This is an optimization exercise on Yosys and OpenROAD, whose aim is small area and few clock cycles, not a production implementation.
Only simulation tests tie the RTL to the original design; equivalence was not proved.

==> flow/design.v <==
module md5_msg_sched #(
    parameter logic [31:0] IV_A = 32'h67452301,
    parameter logic [31:0] IV_B = 32'hEFCDAB89,
    parameter logic [31:0] IV_C = 32'h98BADCFE,
    parameter logic [31:0] IV_D = 32'h10325476
) (
    input  logic            clk,
    input  logic            reset,
    input  logic            in_valid,
    input  logic [7:0]      in_data,
    input  logic            in_last,
    output logic            in_ready,
    output logic            core_start,
    output logic [511:0]    core_block,
    output logic [31:0]     core_a,
    output logic [31:0]     core_b,
    output logic [31:0]     core_c,
    output logic [31:0]     core_d,
    input  logic            core_done,
    input  logic [31:0]     core_ra,
    input  logic [31:0]     core_rb,
    input  logic [31:0]     core_rc,
    input  logic [31:0]     core_rd,
    output logic [127:0]    digest,
    output logic            digest_valid,
    output logic [7:0]      hex_data,
    output logic            hex_wren
);
    typedef enum logic [1:0] {
        ST_INIT  = 2'd0,    
        ST_FILL  = 2'd1,    
        ST_PAD80 = 2'd2,    
        ST_READY = 2'd3     
    } state_t;
    typedef enum logic [1:0] {
        K_FIN    = 2'd1,    
        K_PREPAD = 2'd2,    
        K_PAD    = 2'd3     
    } kind_t;
    state_t        state;
    kind_t         kind;
    logic          busy;        
    logic          busy_fin;    
    logic [60:0]   msg_len;     
    logic [503:0]  block;
    logic [31:0]   cha, chb, chc, chd;
    logic          hex_act;
    logic [5:0]    hex_cnt;
    logic          ch_held;     
    logic          accept, can_issue, issue_rdy, issue_63, issue, clr_all, pad_wr, len_blk, len_out;
    logic [5:0]    slot;
    logic          at63;
    assign slot      = msg_len[5:0];
    assign at63      = (state == ST_FILL) & (slot == 6'd63);
    assign ch_held   = hex_act & (hex_cnt != 6'd32);
    assign can_issue = ~busy & ~ch_held;
    assign issue_rdy = (state == ST_READY) & can_issue;
    assign in_ready  = ((state == ST_FILL) & (~at63 | can_issue)) | (issue_rdy & (kind != K_PREPAD));
    assign accept    = in_valid & in_ready;
    assign issue_63  = at63 & accept;            
    assign issue     = issue_rdy | issue_63;
    assign clr_all   = issue | (state == ST_INIT);
    assign pad_wr    = (state == ST_PAD80);
    assign len_blk   = (kind == K_FIN) | (kind == K_PAD);
    assign len_out   = (state == ST_READY) & len_blk;
    always_ff @(posedge clk or posedge reset) begin
        if (reset) begin
            state    <= ST_INIT;
            kind     <= K_FIN;
            busy     <= 1'b0;
            busy_fin <= 1'b0;
            hex_act  <= 1'b0;
        end else begin
            case (state)
                ST_INIT:  state <= ST_FILL;
                ST_PAD80: state <= ST_READY;
                ST_READY: if (issue) begin
                    if (kind == K_PREPAD) kind  <= K_PAD;
                    else                  state <= ST_FILL;
                end
                default: ;
            endcase
            if (accept & in_last) begin
                if (at63) begin
                    kind  <= K_PAD;
                    state <= ST_READY;
                end else begin
                    kind  <= (issue_rdy | (slot <= 6'd54)) ? K_FIN : K_PREPAD;
                    state <= ST_PAD80;
                end
            end
            if (issue) begin
                busy     <= 1'b1;
                busy_fin <= len_out;
            end else if (core_done) begin
                busy     <= 1'b0;
            end
            if (core_done & busy & busy_fin) hex_act <= 1'b1;
            else if (hex_act & (hex_cnt == 6'd32)) hex_act <= 1'b0;
        end
    end
    always_ff @(posedge clk) begin
        if (core_done & busy & busy_fin) hex_cnt <= 6'd0;
        else                             hex_cnt <= hex_cnt + 6'd1;
    end
    always_ff @(posedge clk) begin
        if ((state == ST_INIT) | (issue & len_out)) msg_len <= {60'd0, accept};
        else if (accept)                             msg_len <= msg_len + 61'd1;
    end
    logic [7:0] bus, bus0;
    assign bus  = clr_all ? 8'h00 : (pad_wr ? 8'h80 : in_data);
    assign bus0 = clr_all ? (issue_rdy ? (accept ? in_data : 8'h00) : (issue_63 & in_last ? 8'h80 : 8'h00))
                          : (pad_wr ? 8'h80 : in_data);
    genvar gi;
    generate
        for (gi = 0; gi < 63; gi++) begin : g_slot
            logic en;
            assign en = clr_all | ((slot == gi) & (accept | pad_wr));
            always_ff @(posedge clk) begin
                if (en) block[8*gi +: 8] <= (gi == 0) ? bus0 : bus;
            end
        end
    endgenerate
    logic [7:0] top;
    assign top = len_out ? msg_len[60:53] : ((state == ST_READY) ? {slot == 6'd63, 7'd0} : in_data);
    assign core_block = {top, block[503:451] | (len_out ? msg_len[52:0] : 53'd0), block[450:0]};
    function automatic [31:0] add32(input [31:0] x, input [31:0] y);
        reg [31:0] p, pp, gg;
        integer i, j;
        begin
            p  = x ^ y;
            pp = p;
            gg = x & y;
        for (i = 0; i < 5; i = i + 1)
            for (j = 0; j < 32; j = j + 1)
                if ((j >> i) & 1) begin
                    gg[j] = gg[j] | pp[j] & gg[((j >> i) << i) - 1];
                    pp[j] = pp[j] & pp[((j >> i) << i) - 1];
                end
            add32 = p ^ {gg[30:0], 1'b0};
        end
    endfunction
    always_ff @(posedge clk) begin
        if ((state == ST_INIT) | (hex_act & (hex_cnt == 6'd31))) begin
            cha <= IV_A;
            chb <= IV_B;
            chc <= IV_C;
            chd <= IV_D;
        end else if (core_done & busy) begin
            cha <= add32(cha, core_ra);
            chb <= add32(chb, core_rb);
            chc <= add32(chc, core_rc);
            chd <= add32(chd, core_rd);
        end
    end
    assign core_start   = issue;
    assign core_a       = cha;
    assign core_b       = chb;
    assign core_c       = chc;
    assign core_d       = chd;
    assign digest       = {chd, chc, chb, cha};
    assign digest_valid = hex_act & (hex_cnt == 6'd0);
    logic [3:0] hex_nib;
    assign hex_nib  = digest[{hex_cnt[4:1], ~hex_cnt[0], 2'b00} +: 4];
    assign hex_wren = hex_act;
    assign hex_data = hex_cnt[5] ? 8'h0D
                    : ((hex_nib < 4'd10) ? {4'h3, hex_nib} : {4'h6, hex_nib - 4'd9});
endmodule
==> flow/config.mk <==
export PLATFORM = sky130hd
export DESIGN_NAME = md5_msg_sched
export DESIGN_NICKNAME = md5_msg_sched
export VERILOG_FILES = /design/flow/design.v
export SDC_FILE = /design/flow/constraint.sdc
export NUM_CORES = 4
export LEC_CHECK = 0
export CAP_MARGIN = 0
export CORE_MARGIN = 2
export CORE_UTILIZATION = 40
export SLEW_MARGIN = 0
==> flow/constraint.sdc <==
create_clock -name core_clock -period 6.0 [get_ports {clk}]
set_input_delay 1.2000 -clock core_clock [delete_from_list [all_inputs] [get_ports {clk}]]
set_output_delay 1.2000 -clock core_clock [all_outputs]
set_load 0.01 [all_outputs]
standard.sh (not shown) runs the stock make flow with config.mk's settings and CLKGATE_MAP_FILE= SYNTH_SCRIPT=/design/flow/synth_recipe.tcl, a recipe that flattens the netlist after the stock synthesis.
==> flow/flow/run.sh <==
#!/bin/bash
# Standard ORFS layout, with two changes to how it is made:
#  - the port buffers that global placement inserts are the smallest buffer (buf_1) instead of
#    the default pick; every input and output port still gets one;
#  - clock tree: clkbuf_8 buffers, larger sink clusters, no dummy loads.
set -euo pipefail
export BUFFER_PORTS_ARGS="-buffer_cell sky130_fd_sc_hd__buf_1"
export CTS_ARGS="-sink_clustering_enable -repair_clock_nets -buf_list sky130_fd_sc_hd__clkbuf_8 -sink_clustering_size 16 -sink_clustering_max_diameter 55 -dont_use_dummy_load"
bash standard.sh > standard_make.log 2>&1
Testbench counts at the start, summed over its fixed seeds: cycles 18,326.
Next try:
--- a/flow/design.v
+++ b/flow/design.v
@@ -32,42 +32,41 @@
         ST_PAD80 = 2'd2,    
         ST_READY = 2'd3     
     } state_t;
     typedef enum logic [1:0] {
+        K_NORMAL = 2'd0,    
         K_FIN    = 2'd1,    
         K_PREPAD = 2'd2,    
         K_PAD    = 2'd3     
     } kind_t;
     state_t        state;
     kind_t         kind;
+    logic          p63;         
     logic          busy;        
     logic          busy_fin;    
     logic [60:0]   msg_len;     
-    logic [503:0]  block;
+    logic [511:0]  block;
     logic [31:0]   cha, chb, chc, chd;
     logic          hex_act;
     logic [5:0]    hex_cnt;
     logic          ch_held;     
-    logic          accept, can_issue, issue_rdy, issue_63, issue, clr_all, pad_wr, len_blk, len_out;
+    logic          accept, issue, clr_all, pad_wr, len_blk;
     logic [5:0]    slot;
     logic          at63;
-    assign slot      = msg_len[5:0];
-    assign at63      = (state == ST_FILL) & (slot == 6'd63);
-    assign ch_held   = hex_act & (hex_cnt != 6'd32);
-    assign can_issue = ~busy & ~ch_held;
-    assign issue_rdy = (state == ST_READY) & can_issue;
-    assign in_ready  = ((state == ST_FILL) & (~at63 | can_issue)) | (issue_rdy & (kind != K_PREPAD));
-    assign accept    = in_valid & in_ready;
-    assign issue_63  = at63 & accept;            
-    assign issue     = issue_rdy | issue_63;
-    assign clr_all   = issue | (state == ST_INIT);
-    assign pad_wr    = (state == ST_PAD80);
-    assign len_blk   = (kind == K_FIN) | (kind == K_PAD);
-    assign len_out   = (state == ST_READY) & len_blk;
+    assign slot     = msg_len[5:0];
+    assign ch_held  = hex_act & (hex_cnt != 6'd32);
+    assign issue    = (state == ST_READY) & ~busy & ~ch_held;
+    assign in_ready = (state == ST_FILL) | (issue & (kind != K_PREPAD));
+    assign accept   = in_valid & in_ready;
+    assign at63     = ~issue & (slot == 6'd63);
+    assign clr_all  = issue | (state == ST_INIT);
+    assign pad_wr   = (state == ST_PAD80);
+    assign len_blk  = (kind == K_FIN) | (kind == K_PAD);
     always_ff @(posedge clk or posedge reset) begin
         if (reset) begin
             state    <= ST_INIT;
-            kind     <= K_FIN;
+            kind     <= K_NORMAL;
+            p63      <= 1'b0;
             busy     <= 1'b0;
             busy_fin <= 1'b0;
             hex_act  <= 1'b0;
         end else begin
@@ -79,20 +78,21 @@
                     else                  state <= ST_FILL;
                 end
                 default: ;
             endcase
-            if (accept & in_last) begin
-                if (at63) begin
-                    kind  <= K_PAD;
+            if (accept) begin
+                if (in_last) begin
+                    p63   <= at63;
+                    kind  <= (issue | (slot <= 6'd54)) ? K_FIN : K_PREPAD;
+                    state <= at63 ? ST_READY : ST_PAD80;
+                end else if (at63) begin
+                    kind  <= K_NORMAL;
                     state <= ST_READY;
-                end else begin
-                    kind  <= (issue_rdy | (slot <= 6'd54)) ? K_FIN : K_PREPAD;
-                    state <= ST_PAD80;
                 end
             end
             if (issue) begin
                 busy     <= 1'b1;
-                busy_fin <= len_out;
+                busy_fin <= len_blk;
             end else if (core_done) begin
                 busy     <= 1'b0;
             end
             if (core_done & busy & busy_fin) hex_act <= 1'b1;
@@ -103,28 +103,26 @@
         if (core_done & busy & busy_fin) hex_cnt <= 6'd0;
         else                             hex_cnt <= hex_cnt + 6'd1;
     end
     always_ff @(posedge clk) begin
-        if ((state == ST_INIT) | (issue & len_out)) msg_len <= {60'd0, accept};
+        if ((state == ST_INIT) | (issue & len_blk)) msg_len <= {60'd0, accept};
         else if (accept)                             msg_len <= msg_len + 61'd1;
     end
     logic [7:0] bus, bus0;
     assign bus  = clr_all ? 8'h00 : (pad_wr ? 8'h80 : in_data);
-    assign bus0 = clr_all ? (issue_rdy ? (accept ? in_data : 8'h00) : (issue_63 & in_last ? 8'h80 : 8'h00))
+    assign bus0 = clr_all ? (accept ? in_data : ((kind == K_PREPAD) & p63 ? 8'h80 : 8'h00))
                           : (pad_wr ? 8'h80 : in_data);
     genvar gi;
     generate
-        for (gi = 0; gi < 63; gi++) begin : g_slot
+        for (gi = 0; gi < 64; gi++) begin : g_slot
             logic en;
             assign en = clr_all | ((slot == gi) & (accept | pad_wr));
             always_ff @(posedge clk) begin
                 if (en) block[8*gi +: 8] <= (gi == 0) ? bus0 : bus;
             end
         end
     endgenerate
-    logic [7:0] top;
-    assign top = len_out ? msg_len[60:53] : ((state == ST_READY) ? {slot == 6'd63, 7'd0} : in_data);
-    assign core_block = {top, block[503:451] | (len_out ? msg_len[52:0] : 53'd0), block[450:0]};
+    assign core_block = {block[511:451] | (len_blk ? msg_len : 61'd0), block[450:0]};
     function automatic [31:0] add32(input [31:0] x, input [31:0] y);
         reg [31:0] p, pp, gg;
         integer i, j;
         begin
Register-to-register slack loses 0.21 ns.
Die area rose by 0.98%.
Clock skew goes up by 0.0097 ns.
Area after synthesis is higher by 0.99%.
Design area grows by 1.5%.
Cell count rose by 1.7%.
Non-clock buffer count is higher by 34.
Sequential share of layout area stays flat.
Testbench counts after the change, summed over its fixed seeds: cycles 18,337.

[re-timing with driven ports]
No port has a modelled driver above. Below, the same layouts with a new extraction and two added sets of constraints. Step 1 (the two cells are an assumption about what drives the block):
set clk [get_ports {clk}]
set_driving_cell -lib_cell sky130_fd_sc_hd__clkbuf_16 $clk
set_driving_cell -lib_cell sky130_fd_sc_hd__buf_2 [delete_from_list [all_inputs] $clk]
Step 2, shift: input delay + t, output delay - t, t = (earliest + latest rising clock arrival at the registers) / 2. This alone moves slack from input paths to output paths. Slacks: no drivers / after step 1 / after step 2; pairs: no drivers / after step 1.
| run | shift t [ns] | setup slack, ns | clock arrival spread, ns | slew at the worst register clock pin (ns) |
|---|---|---|---|---|
| the first run | 0.687 | 0.725 / 0.656 / 1.343 | 0.131 / 0.132 | 0.10 / 0.10 |
| the second run | 0.689 | 0.711 / 0.647 / 1.256 | 0.143 / 0.144 | 0.11 / 0.11 |
After both steps setup and hold are still met in every run listed.
